What follows belongs to an exercise in optimizing a design on an open flow for small area and a short achievable clock period; a production flow would make more cautious choices.
Function was checked by simulation only, so behaviour that the tests miss may differ from the original.

==> inputs of 11-23 <==
==> flow/design.v <==
package coeff_loader_pkg;
  localparam int DEFAULT_TAPS = 128;
  localparam int DEFAULT_BW   = 16;
  typedef enum logic [2:0] {
    IDLE = 3'd0,
    SYNC = 3'd1,
    SEND = 3'd2,
    WAIT = 3'd3,
    ACK  = 3'd4
  } state_t;
endpackage
module coeff_loader #(
  parameter int TAPS    = coeff_loader_pkg::DEFAULT_TAPS,
  parameter int BW      = coeff_loader_pkg::DEFAULT_BW,
  parameter int TIMEOUT = 16
) (
  input  logic                        clk,
  input  logic                        rst,
  input  logic                        wr_en,
  input  logic [$clog2(TAPS)-1:0]     wr_addr,
  input  logic signed [BW-1:0]        wr_data,
  input  logic                        start,
  input  logic                        abort,
  output logic                        cfg_vld,
  output logic signed [BW-1:0]        cfg_data,
  output logic                        cfg_done_in,
  input  logic                        cfg_done_out,
  output logic                        busy,
  output logic                        done,
  output logic                        err
);
  localparam int AW = $clog2(TAPS);
  localparam int TW = $clog2(TIMEOUT);
  logic          s_idle, s_sync, s_send, s_wait, s_ack;
  logic          n_sync, n_send, n_wait, n_ack, n_stay;
  logic [AW-1:0] cnt;
  logic          cnt_one, cnt_to;
  assign s_idle   = !busy;
  assign s_send   = cfg_vld;
  assign s_ack    = done;
  assign s_sync   = cfg_done_in & !done;
  assign s_wait   = busy & !cfg_vld & !cfg_done_in;
  assign cnt_one  = (cnt == AW'(1));
  assign cnt_to   = (cnt[TW-1:0] == TW'(TIMEOUT - 1));
  assign n_sync = !abort & s_idle & start;
  assign n_send = !abort & (s_sync | (s_send & !cnt_one));
  assign n_stay = !abort & s_wait & !cfg_done_out & !cnt_to;
  assign n_wait = (!abort & s_send & cnt_one) | n_stay;
  assign n_ack  = !abort & s_wait & cfg_done_out;
  always_ff @(posedge clk or posedge rst) begin
    if (rst) begin
      busy        <= 1'b0;
      cfg_vld     <= 1'b0;
      cfg_done_in <= 1'b0;
      done        <= 1'b0;
      err         <= 1'b0;
      cnt         <= '0;
    end else begin
      busy        <= n_sync | n_send | n_wait | n_ack;
      cfg_vld     <= n_send;
      cfg_done_in <= n_sync | n_ack;
      done        <= n_ack;
      if (n_sync)
        err <= 1'b0;
      else if (!abort & s_wait & !cfg_done_out & cnt_to)
        err <= 1'b1;
      if (n_sync)
        cnt <= AW'(1);
      else if (n_send | n_stay)
        cnt <= cnt + AW'(1);
      else
        cnt <= '0;
    end
  end
  logic          par;                
  logic          wv;                 
  logic [AW-1:0] wa;                 
  logic [BW-1:0] wd;                 
  logic          wz;                 
  logic          wh;                 
  always_ff @(posedge clk) begin
    par <= !par;
    wv  <= wr_en & s_idle;
    wz  <= wr_en & s_idle & (wr_addr == '0);
    wh  <= wr_en & s_idle & (wr_addr == {{(AW-1){1'b0}}, n_sync});
    wa  <= wr_addr;
    wd  <= wr_data ^ {BW{!par}};
  end
  logic [TAPS-1:0] we, hold;
  coeff_loader_dec  #(.AW(AW), .N(TAPS)) u_we   (.a(wa), .en(wv), .y(we));
  coeff_loader_decn #(.AW(AW), .N(TAPS)) u_hold (.a(wa), .en(wv), .yn(hold));
  logic [BW-1:0] mem [TAPS];
  always_ff @(posedge clk) begin
    for (int i = 0; i < TAPS; i++)
      mem[i] <= ~((mem[i] & {BW{hold[i]}}) | (wd & {BW{we[i]}}));
  end
  logic [TAPS-1:0]    rsel, rdec;
  logic [BW-1:0]      rd, rq;
  logic [TAPS*BW-1:0] mem_flat;
  always_comb
    for (int i = 0; i < TAPS; i++)
      mem_flat[i*BW +: BW] = mem[i];
  coeff_loader_dec #(.AW(AW), .N(TAPS)) u_rdec (.a(cnt), .en(1'b1), .y(rdec));
  assign rsel = {rdec[TAPS-1:2], rdec[1:0] & {2{!wh}}};
  coeff_loader_rdmux #(.BW(BW), .N(TAPS)) u_rd (.sel(rsel), .d(mem_flat), .fsel(wh), .fd(wd), .y(rd));
  always_ff @(posedge clk)
    rq <= rd;
  always_ff @(posedge clk or posedge rst) begin
    if (rst)
      cfg_data <= '0;
    else if (n_send)
      cfg_data <= ((s_sync & wz) ? wd : ~rq) ^ {BW{par}};
  end
endmodule
module coeff_loader_dec #(
  parameter int AW = 7,
  parameter int N  = 128
) (
  input  logic [AW-1:0] a,
  input  logic          en,
  output logic [N-1:0]  y
);
  always_comb
    for (int i = 0; i < N; i++)
      y[i] = en & (a == AW'(i));
endmodule
module coeff_loader_decn #(
  parameter int AW = 7,
  parameter int N  = 128
) (
  input  logic [AW-1:0] a,
  input  logic          en,
  output logic [N-1:0]  yn
);
  always_comb
    for (int i = 0; i < N; i++)
      yn[i] = !(en & (a == AW'(i)));
endmodule
module coeff_loader_rdmux #(
  parameter int BW = 16,
  parameter int N  = 128
) (
  input  logic [N-1:0]  sel,
  input  logic [N*BW-1:0] d,
  input  logic          fsel,
  input  logic [BW-1:0] fd,
  output logic [BW-1:0] y
);
  always_comb begin
    y = fd & {BW{fsel}};
    for (int i = 0; i < N; i++)
      y = y | (d[i*BW +: BW] & {BW{sel[i]}});
  end
endmodule
==> flow/run.sh <==
#!/bin/bash
# synth_recipe.tcl (not shown) runs the flow's synth.tcl, then flattens the netlist and writes it again
# the make line also repeats each setting of config.mk as NAME=value (left out here)
make -C /OpenROAD-flow-scripts/flow DESIGN_CONFIG=/design/flow/config.mk WORK_HOME=/design/flow/orfs CLKGATE_MAP_FILE= SYNTH_SCRIPT=/design/flow/synth_recipe.tcl finish
==> flow/config.mk <==
export PLATFORM = sky130hd
export DESIGN_NAME = coeff_loader
export DESIGN_NICKNAME = coeff_loader
export VERILOG_FILES = /design/flow/design.v
export SDC_FILE = /design/flow/constraint.sdc
export NUM_CORES = 4
export LEC_CHECK = 0
export CAP_MARGIN = 20
export CORE_MARGIN = 2
export CORE_UTILIZATION = 55
export SETUP_SLACK_MARGIN = 3.0
export SLEW_MARGIN = 20
export SYNTH_HIERARCHICAL = 1
export SYNTH_MINIMUM_KEEP_SIZE = 0
==> flow/constraint.sdc <==
create_clock -name core_clock -period 6.0 [get_ports {clk}]
set_input_delay 1.2000 -clock core_clock [delete_from_list [all_inputs] [get_ports {clk}]]
set_output_delay 1.2000 -clock core_clock [all_outputs]
set_load 0.01 [all_outputs]
==> 04-11 (differences from 11-23) <==
==> flow/design.v (replaced) <==
package coeff_loader_pkg;
  localparam int DEFAULT_TAPS = 128;
  localparam int DEFAULT_BW   = 16;
  typedef enum logic [2:0] {
    IDLE = 3'd0,
    SYNC = 3'd1,
    SEND = 3'd2,
    WAIT = 3'd3,
    ACK  = 3'd4
  } state_t;
endpackage
module coeff_loader #(
  parameter int TAPS    = coeff_loader_pkg::DEFAULT_TAPS,
  parameter int BW      = coeff_loader_pkg::DEFAULT_BW,
  parameter int TIMEOUT = 16
) (
  input  logic                        clk,
  input  logic                        rst,
  input  logic                        wr_en,
  input  logic [$clog2(TAPS)-1:0]     wr_addr,
  input  logic signed [BW-1:0]        wr_data,
  input  logic                        start,
  input  logic                        abort,
  output logic                        cfg_vld,
  output logic signed [BW-1:0]        cfg_data,
  output logic                        cfg_done_in,
  input  logic                        cfg_done_out,
  output logic                        busy,
  output logic                        done,
  output logic                        err
);
  localparam int AW = $clog2(TAPS);
  localparam int IW = AW + 1;
  localparam int TW = $clog2(TIMEOUT + 1);
  coeff_loader_pkg::state_t state, state_d;
  logic [IW-1:0]         idx, idx_d;
  logic [TW-1:0]         tcnt, tcnt_d;
  logic                  err_d;
  logic                  cfg_vld_d, cfg_done_in_d, busy_d, done_d;
  logic signed [BW-1:0]  cfg_data_d;
  logic [BW-1:0]         coeff_mem [TAPS];
  always_ff @(posedge clk) begin
    if (wr_en && state == coeff_loader_pkg::IDLE) begin
      coeff_mem[wr_addr] <= wr_data;
    end
  end
  always_ff @(posedge clk or posedge rst) begin
    if (rst) begin
      state       <= coeff_loader_pkg::IDLE;
      idx         <= '0;
      tcnt        <= '0;
      err         <= 1'b0;
      cfg_vld     <= 1'b0;
      cfg_data    <= '0;
      cfg_done_in <= 1'b0;
      busy        <= 1'b0;
      done        <= 1'b0;
    end else begin
      state       <= state_d;
      idx         <= idx_d;
      tcnt        <= tcnt_d;
      err         <= err_d;
      cfg_vld     <= cfg_vld_d;
      cfg_data    <= cfg_data_d;
      cfg_done_in <= cfg_done_in_d;
      busy        <= busy_d;
      done        <= done_d;
    end
  end
  always_comb begin
    state_d = state;
    idx_d   = idx;
    tcnt_d  = tcnt;
    err_d   = err;
    if (abort) begin
      state_d = coeff_loader_pkg::IDLE;
    end else begin
      case (state)
        coeff_loader_pkg::IDLE: begin
          if (start) begin
            state_d = coeff_loader_pkg::SYNC;
            err_d   = 1'b0;
          end
        end
        coeff_loader_pkg::SYNC: begin
          state_d = coeff_loader_pkg::SEND;
          idx_d   = '0;
        end
        coeff_loader_pkg::SEND: begin
          idx_d = idx + IW'(1);
          if (idx == IW'(TAPS - 1)) begin
            state_d = coeff_loader_pkg::WAIT;
            tcnt_d  = '0;
          end
        end
        coeff_loader_pkg::WAIT: begin
          if (cfg_done_out) begin
            state_d = coeff_loader_pkg::ACK;
          end else if (tcnt == TW'(TIMEOUT - 1)) begin
            state_d = coeff_loader_pkg::IDLE;
            err_d   = 1'b1;
          end else begin
            tcnt_d = tcnt + TW'(1);
          end
        end
        coeff_loader_pkg::ACK:     state_d = coeff_loader_pkg::IDLE;
        default: state_d = coeff_loader_pkg::IDLE;
      endcase
    end
  end
  always_comb begin
    cfg_vld_d     = (state_d == coeff_loader_pkg::SEND);
    cfg_done_in_d = (state_d == coeff_loader_pkg::SYNC) || (state_d == coeff_loader_pkg::ACK);
    done_d        = (state_d == coeff_loader_pkg::ACK);
    busy_d        = (state_d != coeff_loader_pkg::IDLE);
    cfg_data_d    = cfg_data;
    if (cfg_vld_d) begin
      cfg_data_d = coeff_mem[idx_d[AW-1:0]];
    end
  end
endmodule
Settings changed: CORE_UTILIZATION 55 to 40, SETUP_SLACK_MARGIN 3.0 to unset, SYNTH_HIERARCHICAL 1 to unset, SYNTH_MINIMUM_KEEP_SIZE 0 to unset.
==> 12-01 (differences from 11-23) <==
Settings changed: SETUP_SLACK_MARGIN 3.0 to 3.4.
==> summary of the runs <==
- 11-23 did not get past 5_1_grt with GRT-0116. 12-01 ended with an error in 5_1_grt with GRT-0116. 04-11 passed the timing, design-rule and antenna checks.
- Synthesized cell count is the same in 12-01 and 11-23.
- In 04-11 the synthesized area is higher than in 12-01, by 7.7%.

==> what the ideal ports hide <==
No port has a modelled driver above. Below, the same layout with a new extraction and two added sets of constraints.
Step 1 sets driving cells, clkbuf_16 on the clock port and buf_2 on the other inputs (assumed; they add their load-dependent delay and slew).
Step 2 times the ports against the registers' clock, not the clock port: input delays grow and output delays shrink by t, the midpoint of the rising clock arrivals with the driver on.
Slacks: no drivers / after step 1 / after step 2; pairs: no drivers / after step 1.
run: 04-11
t, ns: 0.956
setup slack, ns: 0.932 / 0.955 / -0.001
worst data-port slew with drivers (ns): 0.20
With both steps, setup timing fails in 04-11, where it was met with ideal ports. For 04-11, drivers alone change the setup slack by +0.023 ns; drivers and shift together by -0.933 ns.
